What follows belongs to an exercise in optimizing a design on an open flow for small area, a short achievable clock period and few clock cycles per item; a production flow would make more cautious choices.
Where RTL was checked, it was by simulation tests only, not by an equivalence proof against the original.
Power and IR drop assume default switching activity.

// audio_spike_detector
module audio_spike_detector
(
  input  wire logic        clk_i,
  input  wire logic        rst_ni,
  input  wire logic        cfg_we_i,
  input  wire logic [1:0]  cfg_idx_i,
  input  wire logic [15:0] cfg_data_i,
  input  wire logic        s_axis_tvalid,
  output logic             s_axis_tready,
  input  wire logic [23:0] s_axis_tdata,
  output logic             m_axis_tvalid,
  input  wire logic        m_axis_tready,
  output logic [15:0]      m_axis_tdata,
  output logic             m_axis_tuser
);
Settings: LEC_CHECK=0, ABC_AREA=1, CAP_MARGIN=20, CORE_MARGIN=2, CORE_UTILIZATION=40, SETUP_SLACK_MARGIN=2.9, SLEW_MARGIN=20; clock period 6.5 ns.
standard.sh (not shown) runs the stock make flow with config.mk's settings and CLKGATE_MAP_FILE= SYNTH_SCRIPT=/design/flow/synth_recipe.tcl, a recipe that flattens the netlist after the stock synthesis.
==> flow/flow/run.sh <==
#!/bin/bash
# Standard layout, with the adders left to ABC instead of the platform's full/half adder cells,
# the port buffers made from buf_2 cells, and ABC's area script replaced by
# flow/abc_area.script (two dc2 passes, then area mapping under a delay target).
set -euo pipefail
work=$(pwd)
mkdir -p "$work/scripts"
for f in "$FLOW_HOME"/scripts/*; do ln -sf "$f" "$work/scripts/"; done
rm -f "$work/scripts/abc_area.script"
cp "$work/flow/abc_area.script" "$work/scripts/abc_area.script"
export BUFFER_PORTS_ARGS="-buffer_cell sky130_fd_sc_hd__buf_2"
bash standard.sh ADDER_MAP_FILE= SCRIPTS_DIR="$work/scripts" "BUFFER_PORTS_ARGS=-buffer_cell sky130_fd_sc_hd__buf_2" finish > make_finish.log 2>&1
==> flow/flow/abc_area.script <==
strash
dc2
dc2
dch
map -D 2600
topo
stime -c
buffer -c
upsize -D 2600
dnsize -D 2600
The starting point passed the timing, design-rule and antenna checks.
Testbench counts at the start, summed over its fixed seeds: cycles 12,031, items 8,000.
Change:
==> flow/flow/run.sh (replaced) <==
#!/bin/bash
# Standard layout, with the adders left to ABC instead of the platform's full/half adder cells,
# and the port buffers made from buf_2 cells.
set -euo pipefail
export BUFFER_PORTS_ARGS="-buffer_cell sky130_fd_sc_hd__buf_2"
bash standard.sh ADDER_MAP_FILE= "BUFFER_PORTS_ARGS=-buffer_cell sky130_fd_sc_hd__buf_2" finish > make_finish.log 2>&1
--- a/flow/config.mk
+++ b/flow/config.mk
@@ -11,3 +11,3 @@
 export CORE_UTILIZATION = 40
-export SETUP_SLACK_MARGIN = 2.9
+export SETUP_SLACK_MARGIN = 3.0
 export SLEW_MARGIN = 20
removed: flow/flow/abc_area.script
Outcome: The changed run completed with no timing, DRC or antenna violations. First-iteration DRC count came out lower by 11%. Synthesized area went up by about 17%. Hold slack loses 0.0033 ns. Clock skew is higher by 0.0056 ns.
Change:
--- a/flow/config.mk
+++ b/flow/config.mk
@@ -11,3 +11,3 @@
 export CORE_UTILIZATION = 40
-export SETUP_SLACK_MARGIN = 3.0
+export SETUP_SLACK_MARGIN = 2.9
 export SLEW_MARGIN = 20
Sequential share of layout area grows by 0.24 points.
Final cell count shrinks slightly.
Total power shrinks slightly.
Wire length is about the same.
Utilization shrinks by 0.47 points.
Via count barely changes.
Change:
--- a/flow/config.mk
+++ b/flow/config.mk
@@ -11,3 +11,3 @@
 export CORE_UTILIZATION = 40
-export SETUP_SLACK_MARGIN = 2.9
+export SETUP_SLACK_MARGIN = 2.8
 export SLEW_MARGIN = 20
Effect:
- worst setup slack is worse by 0.094 ns
- design area drops by 0.56%
- total power drops by 0.46%
- core utilization drops by 0.25 points
- flip-flop and latch count does not change
- synthesized area does not change
- final cell count barely changes
- sequential share of layout area climbs by 0.14 points
- non-clock buffer count drops by 4
- register-to-register slack is worse by 0.05 ns

* * *

Another version of the RTL of audio_spike_detector (not shown whole).
Size: about 1700 cells after synthesis, about 180 flip-flops, roughly 66 I/O pins.
==> flow/design.v (excerpt) <==
module audio_spike_detector
(
  input  wire logic        clk_i,
  input  wire logic        rst_ni,
  input  wire logic        cfg_we_i,
  input  wire logic [1:0]  cfg_idx_i,
  input  wire logic [15:0] cfg_data_i,
  input  wire logic        s_axis_tvalid,
  output logic             s_axis_tready,
  input  wire logic [23:0] s_axis_tdata,
  output logic             m_axis_tvalid,
  input  wire logic        m_axis_tready,
  output logic [15:0]      m_axis_tdata,
  output logic             m_axis_tuser
);
  localparam int DivBits = 2;                
  localparam int DivCyc  = 12 / DivBits;     
  localparam int PhBits  = $clog2(DivCyc + 2);
  logic [15:0] hold_q, lper_q;
  logic [9:0]  frac_q;
  logic [6:0]  pavg_q;
  logic        iv_q;
  logic [11:0] smp_q;
  logic [7:0]  dt_q;
  logic [15:0] htmr_q, ptmr_q;
  logic [11:0] peak_q;
  logic [18:0] sum_q;      
  logic [6:0]  cnt_q;      
  logic [11:0] avg_q;
  logic [22:0] prod_q;     
  logic [PhBits-1:0] ph_q;
  logic              mul_q;    
  logic              mreq_q;   
  logic out_v_q;
  logic spk_q;
  logic busy, go, fire;
  assign busy = (ph_q != '0) || mreq_q;
  assign go   = !busy && (!out_v_q || m_axis_tready);
  assign fire = iv_q && go;
  assign s_axis_tready = !iv_q || go;
  logic [16:0] h_add, p_add;
  logic [15:0] h_sat, p_sat;
  logic [14:0] thr;
  logic        spike, per_end, div_now;
  logic [11:0] peak_new;
  logic [18:0] sum_new;
  logic [6:0]  cnt_inc;
  always_comb begin
    h_add    = {1'b0, htmr_q} + {9'b0, dt_q};
    p_add    = {1'b0, ptmr_q} + {9'b0, dt_q};
    h_sat    = h_add[16] ? 16'hFFFF : h_add[15:0];
    p_sat    = p_add[16] ? 16'hFFFF : p_add[15:0];
    thr      = prod_q[22:8];
    spike    = (h_sat > hold_q) && ({3'b0, smp_q} > thr);
    peak_new = (smp_q > peak_q) ? smp_q : peak_q;
    sum_new  = sum_q + {7'b0, peak_new};
    cnt_inc  = cnt_q + 7'd1;
    per_end  = (p_sat >= lper_q);
    div_now  = per_end && (cnt_inc >= pavg_q);
  end
  logic [6:0]         rem;
  ...
clock: 6.5 ns
lec_check: 0
cap_margin: 20
core_margin: 2
core_utilization: 40
setup_slack_margin: 2.5
slew_margin: 20
==> flow/flow/run.sh <==
#!/bin/bash
# Standard layout, with the adders left to ABC instead of the platform's full/half adder cells.
set -euo pipefail
bash standard.sh ADDER_MAP_FILE= finish > make_finish.log 2>&1
Then changed:
==> flow/run.sh (new file) <==
#!/bin/bash
# synth_recipe.tcl (not shown) runs the flow's synth.tcl, then flattens the netlist and writes it again
# the make line also repeats each setting of config.mk as NAME=value (left out here)
make -C /OpenROAD-flow-scripts/flow DESIGN_CONFIG=/design/flow/config.mk WORK_HOME=/design/flow/orfs CLKGATE_MAP_FILE= SYNTH_SCRIPT=/design/flow/synth_recipe.tcl finish
removed: flow/flow/run.sh
removed: flow/standard.sh
=> Combinational power is higher by 16%. Final area decreases by 11%. Wire length went down by 22%. Synthesized area falls by 14%. Die area decreases by 13%. First-iteration DRC count fell by 51%. Total power rose by 5.9%. Clock skew is about the same. Via count came out lower by 24%. Sequential power decreases by 11%. Register-to-register slack loses 250 ps.
Then changed:
==> flow/flow/run.sh (new file) <==
#!/bin/bash
# Standard layout, with the adders left to ABC instead of the platform's full/half adder cells.
set -euo pipefail
bash standard.sh ADDER_MAP_FILE= finish > make_finish.log 2>&1
==> flow/standard.sh (new file) <==
#!/bin/bash
# synth_recipe.tcl (not shown) runs the flow's synth.tcl, then flattens the netlist and writes it again
# the make line also repeats each setting of config.mk as NAME=value (left out here)
make -C /OpenROAD-flow-scripts/flow DESIGN_CONFIG=/design/flow/config.mk WORK_HOME=/design/flow/orfs CLKGATE_MAP_FILE= SYNTH_SCRIPT=/design/flow/synth_recipe.tcl "${@:-finish}"
- ABC_AREA: unset -> 1
removed: flow/run.sh
What happened: Routed wire length rose by 7.8%. Register-to-register slack improves by 970 ps. Cell count rose by 34%. Power rose by 0.94%. Combinational power fell by about 1%. Die area rose by 6.4%.
Function was not checked in any run of this note: the RTL went through the layout flow alone.

* * *

## run A
audio_spike_detector, a different RTL version from the one above (not shown whole).
Size in the first run: roughly 66 I/O pins, about 15,000 sq um of cells after synthesis.
==> flow/design.v (excerpt) <==
module audio_spike_detector
(
  input  wire logic        clk_i,
  input  wire logic        rst_ni,
  input  wire logic        cfg_we_i,
  input  wire logic [1:0]  cfg_idx_i,
  input  wire logic [15:0] cfg_data_i,
  input  wire logic        s_axis_tvalid,
  output logic             s_axis_tready,
  input  wire logic [23:0] s_axis_tdata,
  output logic             m_axis_tvalid,
  input  wire logic        m_axis_tready,
  output logic [15:0]      m_axis_tdata,
  output logic             m_axis_tuser
);
  localparam int DivBits = 3;                
  localparam int DivCyc  = 12 / DivBits;     
  localparam int PhBits  = $clog2(DivCyc + 2);
  logic [15:0] hold_q, lper_q;
  logic [9:0]  frac_q;
  logic [6:0]  pavg_q;
  logic        v2_q;       
  logic        dv2_q;      
  logic [11:0] smp2_q;
  logic [7:0]  dt2_q;
  logic [15:0] htmr_q, ptmr_q;
  logic [11:0] peak_q;
  logic [18:0] sum_q;      
  logic [6:0]  cnt_q;      
  logic [11:0] avg_q;
  logic [22:0] prod_q;     
  logic [PhBits-1:0] ph_q;
  logic              mul_q;    
  logic              mreq_q;   
  logic ov0_q, ov1_q;
  logic os0_q, os1_q;
  logic spkd_q;                
  logic pop, push, push_spk, s2_fire, acc_ok, acc, drained;
  logic run_last, div_last, adv;
  ...
==> flow/config.mk <==
export PLATFORM = sky130hd
export DESIGN_NAME = audio_spike_detector
export DESIGN_NICKNAME = audio_spike_detector
export VERILOG_FILES = /design/flow/design.v
export SDC_FILE = /design/flow/constraint.sdc
export NUM_CORES = 4
export LEC_CHECK = 0
export ABC_AREA = 1
export CAP_MARGIN = 20
export CORE_MARGIN = 2
export CORE_UTILIZATION = 60
export PLACE_DENSITY = 0.75
export SETUP_SLACK_MARGIN = 2.9
export SLEW_MARGIN = 20
==> flow/constraint.sdc <==
create_clock -name core_clock -period 6.5 [get_ports {clk_i}]
set_input_delay 1.3000 -clock core_clock [delete_from_list [all_inputs] [get_ports {clk_i}]]
set_output_delay 1.3000 -clock core_clock [all_outputs]
set_load 0.01 [all_outputs]
==> flow/flow/run.sh <==
#!/bin/bash
# Standard layout, with the adders left to ABC instead of the platform's full/half adder cells.
set -euo pipefail
bash standard.sh ADDER_MAP_FILE= finish > make_finish.log 2>&1
Run A completed; timing, DRC and antenna clean
Testbench counts of run A, summed over its fixed seeds: cycles 12,031, items 8,000.
--- input diff run A..run B ---
- a change of CORE_UTILIZATION from 60 to 40
- a change of SETUP_SLACK_MARGIN from 2.9 to 3.05
- a deleted PLACE_DENSITY that had been 0.75
Notes after the runs:
Run B: all stages complete, timing, DRC and antenna checks passed
Every stage of the flow completed for run A, and the final layout passed the timing, design-rule and antenna checks.
Internal power went up by a few percent going from run A to run B.
Run B vs. run A: first-pass GRT wire length went up; number of DRC markers in iteration 0 went down; clock-buffer cell count went up; maximum frequency went up; arrival time of data at the critical path endpoint went down.
Combinational power in run B vs run A: up 5.9%
Run B against run A: worst setup slack up 150 ps, worst voltage drop across the vdd grid lower.
For run C, these inputs were changed with respect to run B:
- SETUP_SLACK_MARGIN: 3.05 -> 2.9
==> flow/flow/run.sh <==
#!/bin/bash
# Standard layout, with the adders left to ABC instead of the platform's full/half adder cells,
# and the port buffers made from buf_2 cells.
set -euo pipefail
export BUFFER_PORTS_ARGS="-buffer_cell sky130_fd_sc_hd__buf_2"
bash standard.sh ADDER_MAP_FILE= "BUFFER_PORTS_ARGS=-buffer_cell sky130_fd_sc_hd__buf_2" finish > make_finish.log 2>&1
[summary]
Power (lower): run C. [diff] hold slack, run C relative to run B: improvement. Count of cells along the worst register-to-register path in run C is 4 lower than in run B. [diff] first-iteration detailed-routing DRC count, run C relative to run B: improvement. Changes observed in run C relative to run B: cell area reported after detailed placement went down, post-route worst setup slack went down.

-- afterwards: timing with drivers on the ports --
No port has a modelled driver above. Below, the same layouts with a new extraction and two added sets of constraints.
Step 1, drivers: a clkbuf_16 drives clk_i and a buf_2 each remaining input, both assumed.
Step 2 moves the port delays by t, midway between the first and last clock arrival at a register: inputs arrive t later, outputs are due t later. That takes back most of the time a late clock gives input paths.
Slacks: no drivers / after step 1 / after step 2; pairs: no drivers / after step 1.
run | shift t [ns] | setup slack, ns | hold slack, ns | worst setup path after step 2 | worst slew at a driven data input, ns
the first run of note 1 | 0.497 | 2.475 / 2.475 / 2.082 | 0.483 / 0.483 / 0.483 | input to register | 0.06
the second run of note 1 | 0.499 | 3.147 / 3.180 / 2.681 | 0.480 / 0.480 / 0.480 | input to register | 0.06
the third run of note 1 | 0.497 | 3.078 / 3.109 / 2.611 | 0.480 / 0.480 / 0.480 | input to register | 0.06
the fourth run of note 1 | 0.498 | 2.984 / 3.016 / 2.517 | 0.483 / 0.483 / 0.483 | input to register | 0.07
the first run of note 2 | 0.494 | 2.416 / 2.416 / 2.416 | 0.478 / 0.478 / 0.478 | register to register | 0.04
the second run of note 2 | 0.483 | 2.167 / 2.167 / 2.045 | 0.475 / 0.475 / 0.475 | input to register | 0.04
the third run of note 2 | 0.497 | 2.889 / 2.864 / 2.707 | 0.487 / 0.487 / 0.487 | input to register | 0.04
run A | 0.498 | 3.024 / 3.049 / 2.551 | 0.502 / 0.502 / 0.502 | input to register | 0.04
run B | 0.506 | 3.174 / 3.120 / 2.765 | 0.490 / 0.490 / 0.490 | input to register | 0.04
run C | 0.514 | 3.142 / 3.088 / 2.689 | 0.494 / 0.494 / 0.494 | input to register | 0.04
After both steps setup and hold are still met in every run listed. The setup slack of run A, which loses most, moves by +0.025 ns with the drivers and by -0.473 ns with both steps.
